What follows belongs to an exercise in optimizing a design on an open flow for small area; a production flow would make more cautious choices. Function was checked by simulation only, so behaviour that the tests miss may differ from the original. Power figures rest on the tool's default switching activity, not on a simulated workload.

Setup of the reference run:
// matx_top
module matx_top (
  input  logic         clk,
  input  logic         reset_n,
  input  matx_pkg::stream_byte_t byte_in,
  output matx_pkg::stream_byte_t char_out,
  output logic         busy
);
Settings: LEC_CHECK=0, CAP_MARGIN=20, CORE_MARGIN=2, CORE_UTILIZATION=40, PLACE_DENSITY=0.6, SLEW_MARGIN=20; clock period 12.0 ns.
standard.sh (not shown) runs the stock make flow with config.mk's settings and CLKGATE_MAP_FILE= SYNTH_SCRIPT=/design/flow/synth_recipe.tcl, a recipe that flattens the netlist after the stock synthesis.
==> flow/flow/run.sh <==
#!/bin/bash
# The standard layout (standard.sh: the ORFS flow, unchanged synthesis,
# floorplan, power grid and routing), with two layout choices changed:
#  - the input and output ports get the smallest buffer, sky130_fd_sc_hd__buf_1
#  - clock tree synthesis clusters up to 18 sinks under one clkbuf_8, uses
#    clkbuf_4 above the leaves and inserts no dummy loads
# make's full output goes to flow.log; ORFS keeps each step's log under orfs/logs.
set -euo pipefail
export BUFFER_PORTS_ARGS="-buffer_cell sky130_fd_sc_hd__buf_1"
export CTS_ARGS="-sink_clustering_enable -repair_clock_nets -dont_use_dummy_load -root_buf sky130_fd_sc_hd__clkbuf_4 -buf_list sky130_fd_sc_hd__clkbuf_8 -sink_clustering_size 18 -sink_clustering_max_diameter 70"
bash standard.sh > flow.log 2>&1
diff inputs: the reference run => the trial run
==> flow/flow/run.sh <==
#!/bin/bash
# The standard layout (standard.sh: the unchanged ORFS synthesis,
# floorplan, power grid, placement and routing) with these layout choices:
#  - after the standard synthesis, its combinational gates are mapped again
#    for area (flow/resyn.tcl); registers keep their names and cell types
#  - the input and output ports get the smallest buffer, sky130_fd_sc_hd__buf_1
#  - clock tree synthesis clusters up to 18 sinks under one clkbuf_8, uses
#    clkbuf_4 above the leaves and inserts no dummy loads
# Logs: synth.log (standard synthesis), resyn.log (remapping), flow.log (the
# rest of the layout); ORFS keeps each step's log under orfs/logs.
set -euo pipefail
export BUFFER_PORTS_ARGS="-buffer_cell sky130_fd_sc_hd__buf_1"
export CTS_ARGS="-sink_clustering_enable -repair_clock_nets -dont_use_dummy_load -root_buf sky130_fd_sc_hd__clkbuf_4 -buf_list sky130_fd_sc_hd__clkbuf_8 -sink_clustering_size 18 -sink_clustering_max_diameter 70"

bash standard.sh synth > synth.log 2>&1

R=orfs/results/${FLOW_PLATFORM}/matx_top/base
cp $R/1_2_yosys.v $R/1_2_yosys_standard.v
RESYN_IN=$R/1_2_yosys_standard.v RESYN_OUT=$R/1_2_yosys_resyn.v RESYN_ABC=flow/resyn.abc \
  yosys -c flow/resyn.tcl > resyn.log 2>&1
cp $R/1_2_yosys_resyn.v $R/1_2_yosys.v
rm -f $R/1_synth.odb $R/1_synth.sdc

bash standard.sh > flow.log 2>&1
==> flow/flow/resyn.abc (new file) <==
strash
dc2
dc2
dch -f
amap
==> flow/flow/resyn.tcl (new file) <==
# Area remapping of the standard synthesis's combinational logic.
# Every register (and the tie cell) stays the instance the standard
# synthesis made, with its name and cell type; only the gates between
# them are flattened to their library functions and mapped again by ABC
# for area (the clock period leaves several ns of slack).
yosys -import
set lib $::env(FLOW_HOME)/platforms/sky130hd/lib/sky130_fd_sc_hd__tt_025C_1v80.lib
set in  $::env(RESYN_IN)
set out $::env(RESYN_OUT)
set abc_script $::env(RESYN_ABC)

read_liberty -ignore_miss_func $lib
read_verilog $in
hierarchy -top $::env(FLOW_TOP)
setattr -mod -set blackbox 1 sky130_fd_sc_hd__*df* sky130_fd_sc_hd__*dl* sky130_fd_sc_hd__conb_*
flatten
opt_clean
abc -liberty $lib -script $abc_script \
  -dont_use sky130_fd_sc_hd__probe* -dont_use sky130_fd_sc_hd__lpflow* \
  -dont_use sky130_fd_sc_hd__ebuf* -dont_use sky130_fd_sc_hd__einv* \
  -dont_use sky130_fd_sc_hd__dly* -dont_use sky130_fd_sc_hd__clkdly*
setundef -zero
splitnets
opt_clean -purge
hilomap -singleton -hicell sky130_fd_sc_hd__conb_1 HI -locell sky130_fd_sc_hd__conb_1 LO
insbuf -buf sky130_fd_sc_hd__buf_4 A X
opt_clean -purge
select -module $::env(FLOW_TOP)
stat -liberty $lib
check
write_verilog -noattr -nohex -nodec -selected $out
==> comparison <==
NOTE die area the reference run->the trial run decreased by a few percent
The final reports for the trial run and the reference run show maximum frequency lower in the former.
Worst reg-to-reg setup slack on the trial run is behind the reference run.
Between the trial run and the reference run, it is the trial run whose number of global-route vias before repair is higher, by 32.
The trial run has final instance count without filler cells above what the reference run had.
Number of ordinary and repair buffers in the finished layout, the reference run and the trial run: higher on the reference run
Looking at synthesized area, the trial run sits 380 um^2 lower than the reference run does.
Against the reference run, the final cell area of the trial run is lower.
Clock power, the reference run and the trial run: higher on the reference run
The trial run finished all stages; the layout is clean.
Slew of the pin with the lowest slew margin in the trial run is 190 ps lower than in the reference run
Compare the reference run and the trial run | layout-stage area growth over the synthesis result higher: the trial run

## alpha
matx_top, a different RTL version from the one above (not shown whole).
Size in the first run: roughly 650 cells after synthesis, about 290 flip-flops, ~21 I/O pins, roughly 10000 um^2 of cells after synthesis.
==> flow/config.mk <==
export PLATFORM = sky130hd
export DESIGN_NAME = matx_top
export DESIGN_NICKNAME = matx_top
export VERILOG_FILES = /design/flow/design.v
export SDC_FILE = /design/flow/constraint.sdc
export NUM_CORES = 4
export LEC_CHECK = 0
export CAP_MARGIN = 20
export CORE_MARGIN = 2
export CORE_UTILIZATION = 40
export CTS_BUF_LIST = sky130_fd_sc_hd__clkbuf_16
export CTS_CLUSTER_DIAMETER = 100
export CTS_CLUSTER_SIZE = 30
export PLACE_DENSITY = 0.6
export SLEW_MARGIN = 20
==> flow/constraint.sdc <==
create_clock -name core_clock -period 12.0 [get_ports {clk}]
set_input_delay 2.4000 -clock core_clock [delete_from_list [all_inputs] [get_ports {clk}]]
set_output_delay 2.4000 -clock core_clock [all_outputs]
set_load 0.01 [all_outputs]
run.sh (not shown) runs the stock make flow with config.mk's settings and CLKGATE_MAP_FILE= SYNTH_SCRIPT=/design/flow/synth_recipe.tcl, a recipe that flattens the netlist after the stock synthesis.
Stock flow here: none of the scripts above is used.
alpha was carried through to the last stage, and its layout satisfied the timing, DRC and antenna checks.
Setup changes, alpha to beta
- CTS_CLUSTER_SIZE removed (was 30)
- CTS_BUF_LIST removed (was sky130_fd_sc_hd__clkbuf_16)
- CTS_CLUSTER_DIAMETER removed (was 100)
==> flow/flow/run.sh (new file) <==
#!/bin/bash
# The standard layout (standard.sh: the ORFS flow, unchanged synthesis,
# floorplan, power grid and routing), with two layout choices changed:
#  - the input and output ports get the smallest buffer, sky130_fd_sc_hd__buf_1
#  - clock tree synthesis clusters up to 30 sinks under one clkbuf_16 and
#    inserts no dummy loads
# make's full output goes to flow.log; ORFS keeps each step's log under orfs/logs.
set -euo pipefail
export BUFFER_PORTS_ARGS="-buffer_cell sky130_fd_sc_hd__buf_1"
export CTS_ARGS="-sink_clustering_enable -repair_clock_nets -sink_clustering_size 30 -sink_clustering_max_diameter 100 -buf_list sky130_fd_sc_hd__clkbuf_16 -dont_use_dummy_load"
bash standard.sh > flow.log 2>&1
==> flow/standard.sh (new file) <==
#!/bin/bash
# synth_recipe.tcl (not shown) runs the flow's synth.tcl, then flattens the netlist and writes it again
# the make line also repeats each setting of config.mk as NAME=value (left out here)
make -C /OpenROAD-flow-scripts/flow DESIGN_CONFIG=/design/flow/config.mk WORK_HOME=/design/flow/orfs CLKGATE_MAP_FILE= SYNTH_SCRIPT=/design/flow/synth_recipe.tcl "${@:-finish}"
removed: flow/run.sh
- On routed metal-1 wire length: between beta and alpha, it ends up higher for alpha.
- Average via count per standard cell in beta is 0.56% higher than in alpha
- [beta] area overhead of the layout relative to synthesis fell 1.7 points relative to alpha

## separate check: timing with driven ports
The results above use ideal ports. As a check the final layouts listed here were re-extracted and re-timed, cells and wires unchanged.
Step 1 assumes that a clkbuf_16 drives the clock port and a buf_2 every other input.
Step 2 times the ports against the registers' clock, not the clock port: input delays grow and output delays shrink by t, the midpoint of the rising clock arrivals with the driver on.
Three values: no drivers, after step 1, after step 2; two values: the first two.
run	t (ns)	slack for setup (ns)	worst data-port slew with drivers (ns)
the reference run	0.671	6.096 / 6.096 / 6.096	0.07
the trial run	0.655	5.969 / 5.969 / 5.969	0.05
alpha	0.524	5.230 / 5.230 / 5.230	0.05
beta	0.510	5.276 / 5.276 / 5.276	0.05
After both steps setup and hold are still met in every run listed.
